What follows belongs to an exercise in optimizing a design on an open flow for small area, a short achievable clock period and few clock cycles per item; a production flow would make more cautious choices. Where RTL was checked, it was by simulation tests only, not by an equivalence proof against the original. Power is estimated from default activity; no workload was simulated.

==> flow/design.v (excerpt) <==
module rational_arith_reduce #(
   parameter int OPERAND_WIDTH = 16
) (
   input  logic                                  clock,
   input  logic                                  reset,
   input  logic                                  req_tvalid,
   output logic                                  req_tready,
   input  logic [8*((2+4*OPERAND_WIDTH+7)/8)-1:0] req_tdata,
   output logic                                  rsp_tvalid,
   input  logic                                  rsp_tready,
   output logic [71:0]                           rsp_tdata,
   output logic                                  rsp_tuser
);
Size in the first run: ~2800 cells after synthesis, ~320 flip-flops, ~150 I/O pins.
Settings: LEC_CHECK=0, CAP_MARGIN=20, CORE_MARGIN=2, CORE_UTILIZATION=40, SLEW_MARGIN=20; clock period 15.0 ns.
standard.sh (not shown) runs the stock make flow with config.mk's settings and CLKGATE_MAP_FILE= SYNTH_SCRIPT=/design/flow/synth_recipe.tcl, a recipe that flattens the netlist after the stock synthesis.
==> flow/flow/run.sh <==
#!/bin/bash
# Standard layout (standard synthesis, floorplan, placement, CTS, routing) with
# the timing repair steps asked to leave 10.8 ns of setup slack at the design's
# clock period, so they size the critical paths up, and every port buffered
# with buf_4 rather than the default delay-buffer cell. The make output goes to
# make_finish.log; each ORFS step logs under orfs/logs/.
set -euo pipefail
bash standard.sh SETUP_SLACK_MARGIN=10.8 "BUFFER_PORTS_ARGS=-buffer_cell sky130_fd_sc_hd__buf_4" finish > make_finish.log 2>&1
The first run produced a clean layout.
Testbench counts at the start, summed over its fixed seeds: cycles 40,005, items 2,400.
Change:
==> flow/flow/run.sh (replaced) <==
#!/bin/bash
# Standard layout (standard synthesis, floorplan, placement, CTS, routing) with
# the timing repair steps asked to leave 11.0 ns of setup slack at the design's
# clock period, so they size the critical paths up, and every port buffered
# with buf_4 rather than the default delay-buffer cell. The make output goes to
# make_finish.log; each ORFS step logs under orfs/logs/.
set -euo pipefail
bash standard.sh SETUP_SLACK_MARGIN=11.0 "BUFFER_PORTS_ARGS=-buffer_cell sky130_fd_sc_hd__buf_4" finish > make_finish.log 2>&1
Via count came out higher by about 2.8%.
First-iteration DRC count came out higher by about 23%.
Core utilization came out higher by 2.6 points.
Maximum frequency came out lower by about 0.8%.
Critical path depth stays the same.
Clock power came out higher by about 9%.
Non-clock buffer count came out higher by 69.
Final cell count came out higher by 2.0%.
Worst setup slack gets worse by 0.032 ns.

* * *

alpha:
Another version of the RTL of rational_arith_reduce (not shown whole).
Size in the first run: ~2900 cells after synthesis, about 320 flip-flops, about 26000 um2 of cells after synthesis.
## rational_arith_reduce
module rational_arith_reduce #(
   parameter int OPERAND_WIDTH = 16
) (
   input  logic                                  clock,
   input  logic                                  reset,
   input  logic                                  req_tvalid,
   output logic                                  req_tready,
   input  logic [8*((2+4*OPERAND_WIDTH+7)/8)-1:0] req_tdata,
   output logic                                  rsp_tvalid,
   input  logic                                  rsp_tready,
   output logic [71:0]                           rsp_tdata,
   output logic                                  rsp_tuser
);
export LEC_CHECK = 0
export CAP_MARGIN = 20
export CORE_MARGIN = 2
export CORE_UTILIZATION = 65
export CTS_CLUSTER_DIAMETER = 120
export CTS_CLUSTER_SIZE = 22
export SLEW_MARGIN = 20
create_clock -name core_clock -period 15.0 [get_ports {clock}]
==> flow/flow/run.sh <==
#!/bin/bash
# Standard layout (standard synthesis, floorplan, placement, CTS, routing) with
# the timing repair steps asked to leave 10.8 ns of setup slack at the design's
# clock period, so they size the critical paths up, and every port buffered
# with buf_2 rather than the default delay-buffer cell. The make output goes to
# make_finish.log; each ORFS step logs under orfs/logs/.
set -euo pipefail
bash standard.sh SETUP_SLACK_MARGIN=10.8 "BUFFER_PORTS_ARGS=-buffer_cell sky130_fd_sc_hd__buf_2" finish > make_finish.log 2>&1
Testbench counts of alpha, summed over its fixed seeds: cycles 38,469, items 2,400.
Inputs modified between alpha and beta:
# alpha
export LEC_CHECK = 0
export CAP_MARGIN = 20
export CORE_MARGIN = 2
export CORE_UTILIZATION = 65
export CTS_CLUSTER_DIAMETER = 120
export CTS_CLUSTER_SIZE = 22
export SLEW_MARGIN = 20
create_clock -name core_clock -period 15.0 [get_ports {clock}]
# beta
export LEC_CHECK = 0
export CAP_MARGIN = 20
export CORE_MARGIN = 2
export CORE_UTILIZATION = 65
export CTS_CLUSTER_DIAMETER = 100
export CTS_CLUSTER_SIZE = 24
export SLEW_MARGIN = 20
create_clock -name core_clock -period 15.0 [get_ports {clock}]
Findings:
beta: all stages complete, timing, DRC and antenna checks passed. Diff alpha..beta | part of the cycle the worst path needs | negligible. Between alpha and beta, the clock transition at the registers of the reported paths does not differ in any meaningful way. Comparing alpha and beta, the lower number of clock buffers in the layout is on beta. alpha and beta ended up with nearly the same switching portion of total power. Diff alpha -> beta: post-route met1 wirelength went up, total internal power did not really move, worst setup margin went up, proportion of power drawn by combinational gates went up. Worst clock skew on the final layout essentially unchanged between beta and alpha. On utilization, alpha tracks beta almost exactly. Compared alpha against beta; via count of the first global-routing pass within noise.
Edits applied to the flow inputs when going from beta to gamma:
# beta
export LEC_CHECK = 0
export CAP_MARGIN = 20
export CORE_MARGIN = 2
export CORE_UTILIZATION = 65
export CTS_CLUSTER_DIAMETER = 100
export CTS_CLUSTER_SIZE = 24
export SLEW_MARGIN = 20
create_clock -name core_clock -period 15.0 [get_ports {clock}]
# gamma
export LEC_CHECK = 0
export CAP_MARGIN = 20
export CORE_MARGIN = 2
export CORE_UTILIZATION = 40
export SLEW_MARGIN = 20
create_clock -name core_clock -period 15.0 [get_ports {clock}]
==> flow/flow/run.sh <==
#!/bin/bash
# Standard layout (standard synthesis, floorplan, placement, CTS, routing) with
# the timing repair steps asked to leave 10.8 ns of setup slack at the design's
# clock period, so they size the critical paths up, and every port buffered
# with buf_4 rather than the default delay-buffer cell. The make output goes to
# make_finish.log; each ORFS step logs under orfs/logs/.
set -euo pipefail
bash standard.sh SETUP_SLACK_MARGIN=10.8 "BUFFER_PORTS_ARGS=-buffer_cell sky130_fd_sc_hd__buf_4" finish > make_finish.log 2>&1
Results
- gamma reached the end of the flow, and the finished layout is clean on the timing, design-rule and antenna checks.
- Comparing total power density per cell area for beta and gamma, the smaller number came from gamma.
- Static leakage power ends up lower on beta.
- Hold slack on gamma is ahead of beta.
- When gamma is measured against beta, its count of clock-buffer cells in the layout turns out about 120% higher.
- Clock-pin slew on the worst setup and hold paths: beta and gamma compared, higher one is beta
[inputs] delta vs gamma
# gamma
export LEC_CHECK = 0
export CAP_MARGIN = 20
export CORE_MARGIN = 2
export CORE_UTILIZATION = 40
export SLEW_MARGIN = 20
create_clock -name core_clock -period 15.0 [get_ports {clock}]
# delta
export LEC_CHECK = 0
export CAP_MARGIN = 20
export CORE_MARGIN = 2
export CORE_UTILIZATION = 55
export SLEW_MARGIN = 20
create_clock -name core_clock -period 15.0 [get_ports {clock}]
==> flow/flow/run.sh <==
#!/bin/bash
# Standard layout (standard synthesis, floorplan, placement, CTS, routing) with
# the timing repair steps asked to leave 10.8 ns of setup slack at the design's
# clock period, so they size the critical paths up, and every port buffered
# with buf_2 rather than the default delay-buffer cell. The make output goes to
# make_finish.log; each ORFS step logs under orfs/logs/.
set -euo pipefail
bash standard.sh SETUP_SLACK_MARGIN=10.8 "BUFFER_PORTS_ARGS=-buffer_cell sky130_fd_sc_hd__buf_2" finish > make_finish.log 2>&1
--- outcome ---
Relative to gamma, the met3 routing resource usage after global routing of delta is higher by 0.91 points. Share of layout cells above drive strength 1 was lower in the run labelled delta. The average wire length per cell after detail routing in delta was higher than what gamma gave. delta ends up with a number of cells on the worst hold path that is 1 lower than in gamma. Relative to gamma, the post-detailed-placement cell area measured on delta has decreased by a few percent. delta ended with less overall power consumption than gamma. Going from gamma to delta, initial core utilization shows an increase of 15 points; shortest clock period the worst path allows after layout shows a reduction of 0.017 ns. In the reports for gamma and delta, the larger setup slack belongs to delta. The register fraction of the total cell area in delta sits 1.2 points above the value recorded for gamma. The clock insertion delay at the later pin of the skew report was comparable across gamma and delta.

* * *

## xenon
Another version of the RTL of rational_arith_reduce (not shown whole).
Size: ~3000 cells after synthesis, ~310 flip-flops, about 150 I/O pins, ~26000 sq um of cells after synthesis.
Settings: LEC_CHECK=0, CAP_MARGIN=20, CORE_MARGIN=2, CORE_UTILIZATION=40, SLEW_MARGIN=20; clock period 15.0 ns.
==> flow/flow/run.sh <==
#!/bin/bash
# Standard layout (standard synthesis, floorplan, placement, CTS, routing) with
# the timing repair steps asked to leave 10.5 ns of setup slack at the design's
# clock period, so they size the critical paths up. The make output goes to
# make_finish.log; each ORFS step logs under orfs/logs/.
set -euo pipefail
bash standard.sh SETUP_SLACK_MARGIN=10.5 finish > make_finish.log 2>&1
xenon reached the final stage; the timing, design-rule and antenna checks on its layout passed.
Modified inputs, tundra compared to xenon
-- flow/flow/run.sh --
<<< xenon, line 3
# the timing repair steps asked to leave 10.5 ns of setup slack at the design's
>>> tundra, line 3
# the timing repair steps asked to leave 9.5 ns of setup slack at the design's
<<< xenon, line 7
bash standard.sh SETUP_SLACK_MARGIN=10.5 finish > make_finish.log 2>&1
>>> tundra, line 7
bash standard.sh SETUP_SLACK_MARGIN=9.5 finish > make_finish.log 2>&1
==> comparison <==
- xenon reports its kind of critical path as flop to primary output while tundra reports flop to flop.
- tundra: internal power summed over all cells lower than xenon
- Summary of tundra over xenon: wire length per cell after detailed routing shows a reduction of 0.22 um, met3 wirelength from detailed routing moved down, count of non-filler cells in the finished layout lower.
- rsp_tdata[60] as the capture point of the worst path was reported by xenon, and hn_q[17] by tundra.
Function was not checked in any run of this note: the RTL went through the layout flow alone.

* * *

rational_arith_reduce with an RTL version that a note above also has.
For scale: roughly 320 flip-flops, ~150 I/O pins, ~26,000 µm² of cells after synthesis.
## rational_arith_reduce
module rational_arith_reduce #(
   parameter int OPERAND_WIDTH = 16
) (
   input  logic                                  clock,
   input  logic                                  reset,
   input  logic                                  req_tvalid,
   output logic                                  req_tready,
   input  logic [8*((2+4*OPERAND_WIDTH+7)/8)-1:0] req_tdata,
   output logic                                  rsp_tvalid,
   input  logic                                  rsp_tready,
   output logic [71:0]                           rsp_tdata,
   output logic                                  rsp_tuser
);
export LEC_CHECK = 0
export CAP_MARGIN = 20
export CORE_MARGIN = 2
export CORE_UTILIZATION = 65
export CTS_CLUSTER_DIAMETER = 100
export CTS_CLUSTER_SIZE = 24
export SLEW_MARGIN = 20
create_clock -name core_clock -period 15.0 [get_ports {clock}]
==> flow/flow/run.sh <==
#!/bin/bash
# Standard layout (standard synthesis, floorplan, placement, CTS, routing) with
# the timing repair steps asked to leave 11.0 ns of setup slack at the design's
# clock period, so they size the critical paths up, and every port buffered
# with buf_2 rather than the default delay-buffer cell. The make output goes to
# make_finish.log; each ORFS step logs under orfs/logs/.
set -euo pipefail
bash standard.sh SETUP_SLACK_MARGIN=11.0 "BUFFER_PORTS_ARGS=-buffer_cell sky130_fd_sc_hd__buf_2" finish > make_finish.log 2>&1
Testbench counts at the start, summed over its fixed seeds: cycles 38,469, items 2,400.
Rerun with:
==> flow/flow/run.sh (replaced) <==
#!/bin/bash
# Standard layout (standard synthesis, floorplan, placement, CTS, routing) with
# the timing repair steps asked to leave 10.7 ns of setup slack at the design's
# clock period, so they size the critical paths up, and every port buffered
# with buf_2 rather than the default delay-buffer cell. The make output goes to
# make_finish.log; each ORFS step logs under orfs/logs/.
set -euo pipefail
bash standard.sh SETUP_SLACK_MARGIN=10.7 "BUFFER_PORTS_ARGS=-buffer_cell sky130_fd_sc_hd__buf_2" finish > make_finish.log 2>&1
=> The new run completed without violations. Cell area falls by a few percent. Clock power went up by a few percent. Global-route usage went down by 1.9 points. Fmax decreases slightly. Sequential share of layout area came out higher by 1.9 points. Setup slack is worse by 0.071 ns.
Rerun with:
==> flow/flow/run.sh (replaced) <==
#!/bin/bash
# Standard layout (standard synthesis, floorplan, placement, CTS, routing) with
# the timing repair steps asked to leave 10.8 ns of setup slack at the design's
# clock period, so they size the critical paths up, and every port buffered
# with buf_2 rather than the default delay-buffer cell. The make output goes to
# make_finish.log; each ORFS step logs under orfs/logs/.
set -euo pipefail
bash standard.sh SETUP_SLACK_MARGIN=10.8 "BUFFER_PORTS_ARGS=-buffer_cell sky130_fd_sc_hd__buf_2" finish > make_finish.log 2>&1
--- a/flow/config.mk
+++ b/flow/config.mk
@@ -8,6 +8,7 @@
 export CAP_MARGIN = 20
 export CORE_MARGIN = 2
-export CORE_UTILIZATION = 65
+export CORE_UTILIZATION = 55
 export CTS_CLUSTER_DIAMETER = 100
-export CTS_CLUSTER_SIZE = 24
+export CTS_CLUSTER_SIZE = 20
+export PLACE_DENSITY = 0.75
 export SLEW_MARGIN = 20
After rerunning: The changed run ran to the end with no violations. Worst setup slack is better by 0.048 ns. Synthesized cell count stays the same. Sequential cell count does not change.
Rerun with:
==> flow/flow/run.sh (replaced) <==
#!/bin/bash
# Standard layout (standard synthesis, floorplan, placement, CTS, routing) with
# the timing repair steps asked to leave 10.8 ns of setup slack at the design's
# clock period, so they size the critical paths up, and every port buffered
# with buf_1 rather than the default delay-buffer cell. The make output goes to
# make_finish.log; each ORFS step logs under orfs/logs/.
set -euo pipefail
bash standard.sh SETUP_SLACK_MARGIN=10.8 "BUFFER_PORTS_ARGS=-buffer_cell sky130_fd_sc_hd__buf_1" finish > make_finish.log 2>&1
--- a/flow/config.mk
+++ b/flow/config.mk
@@ -9,6 +9,3 @@
 export CORE_MARGIN = 2
 export CORE_UTILIZATION = 55
-export CTS_CLUSTER_DIAMETER = 100
-export CTS_CLUSTER_SIZE = 20
-export PLACE_DENSITY = 0.75
 export SLEW_MARGIN = 20
Result:
- The new run finished with timing, DRC and antenna clean
- die area is unchanged
- power is higher by 9.2%
- non-clock buffer count is higher by 32
- utilization is higher by 2.5 points
- count of clock-buffer cells in the layout is higher by 17
- global-route usage is higher by 2.7 points
- cell count is higher by 2.2%
- synthesized area stays the same

* * *

rational_arith_reduce again, from the RTL that the note above started with.
## rational_arith_reduce
module rational_arith_reduce #(
   parameter int OPERAND_WIDTH = 16
) (
   input  logic                                  clock,
   input  logic                                  reset,
   input  logic                                  req_tvalid,
   output logic                                  req_tready,
   input  logic [8*((2+4*OPERAND_WIDTH+7)/8)-1:0] req_tdata,
   output logic                                  rsp_tvalid,
   input  logic                                  rsp_tready,
   output logic [71:0]                           rsp_tdata,
   output logic                                  rsp_tuser
);
   localparam int W  = OPERAND_WIDTH;    
   localparam int NW = 2 * W + 1;        
   localparam int UW = 2 * W;            
   localparam int DW = 2 * W - 1;        
   localparam logic [1:0] F_IDLE = 2'd0, F_MUL = 2'd1, F_POST = 2'd2;
   logic [1:0]    fe_st;
   logic [1:0]    cmd_q;
   logic [W-1:0]  xa_q, xb_q;           
   logic [W:0]    q1_q, q2_q;
  ...
Settings: LEC_CHECK=0, CAP_MARGIN=20, CORE_MARGIN=2, CORE_UTILIZATION=40, SLEW_MARGIN=20; clock period 15.0 ns.
==> flow/flow/run.sh <==
#!/bin/bash
# Standard layout (standard synthesis, floorplan, placement, CTS, routing) with
# the timing repair steps asked to leave 10.6 ns of setup slack at the design's
# clock period, so they size the critical paths up, and every port buffered
# with buf_4 rather than the default delay-buffer cell. The make output goes to
# make_finish.log; each ORFS step logs under orfs/logs/.
set -euo pipefail
bash standard.sh SETUP_SLACK_MARGIN=10.6 "BUFFER_PORTS_ARGS=-buffer_cell sky130_fd_sc_hd__buf_4" finish > make_finish.log 2>&1
The baseline finished clean.
Testbench counts at the start, summed over its fixed seeds: cycles 38,469, items 2,400.
==> next run, changes <==
==> flow/flow/run.sh (replaced) <==
#!/bin/bash
# Standard layout (standard synthesis, floorplan, placement, CTS, routing) with
# the timing repair steps asked to leave 10.8 ns of setup slack at the design's
# clock period, so they size the critical paths up, and every port buffered
# with buf_2 rather than the default delay-buffer cell. The make output goes to
# make_finish.log; each ORFS step logs under orfs/logs/.
set -euo pipefail
bash standard.sh SETUP_SLACK_MARGIN=10.8 "BUFFER_PORTS_ARGS=-buffer_cell sky130_fd_sc_hd__buf_2" finish > make_finish.log 2>&1
Routed wire length increases by a few percent; synthesized area is unchanged; hold slack loses 0.0077 ns; first-iteration DRC count rose by roughly a tenth; via count increases by a few percent.

==> separate check: timing with driven ports <==
No port has a modelled driver above. Below, the same layouts with a new extraction and two added sets of constraints.
Step 1 assumes that a clkbuf_16 drives the clock port and a buf_2 every other input.
Step 2 also shifts input and output timing later by t, the mid clock arrival at the registers, as if the neighbouring blocks saw the same clock.
Slacks: no drivers / after step 1 / after step 2; pairs: no drivers / after step 1.
run | t, ns | setup WS [ns] | worst setup path at the end | clock arrival spread, ns
the first run of note 1 | 0.630 | 10.765 / 10.747 / 10.605 | input to register | 0.016 / 0.016
the second run of note 1 | 0.620 | 10.732 / 10.732 / 10.676 | input to register | 0.019 / 0.020
alpha | 0.599 | 10.804 / 10.746 / 10.613 | input to register | 0.041 / 0.041
beta | 0.597 | 10.826 / 10.768 / 10.602 | input to register | 0.037 / 0.037
gamma | 0.632 | 10.790 / 10.731 / 10.587 | input to register | 0.015 / 0.016
delta | 0.629 | 10.807 / 10.750 / 10.608 | input to register | 0.029 / 0.029
xenon | 0.625 | 10.542 / 10.479 / 10.623 | register to register | 0.019 / 0.019
tundra | 0.633 | 9.866 / 9.866 / 9.866 | register to register | 0.032 / 0.032
the first run of note 4 | 0.587 | 10.809 / 10.753 / 10.668 | input to register | 0.021 / 0.022
the second run of note 4 | 0.597 | 10.738 / 10.706 / 10.663 | input to register | 0.027 / 0.027
the third run of note 4 | 0.603 | 10.786 / 10.730 / 10.708 | input to register | 0.020 / 0.021
the fourth run of note 4 | 0.632 | 10.790 / 10.732 / 10.584 | input to register | 0.011 / 0.012
the first run of note 5 | 0.633 | 10.652 / 10.652 / 10.605 | input to register | 0.021 / 0.022
the second run of note 5 | 0.633 | 10.790 / 10.734 / 10.621 | input to register | 0.029 / 0.029
After both steps every run listed still meets setup and hold. For beta, which loses most, drivers alone change the setup slack by -0.058 ns; drivers and shift together by -0.224 ns.
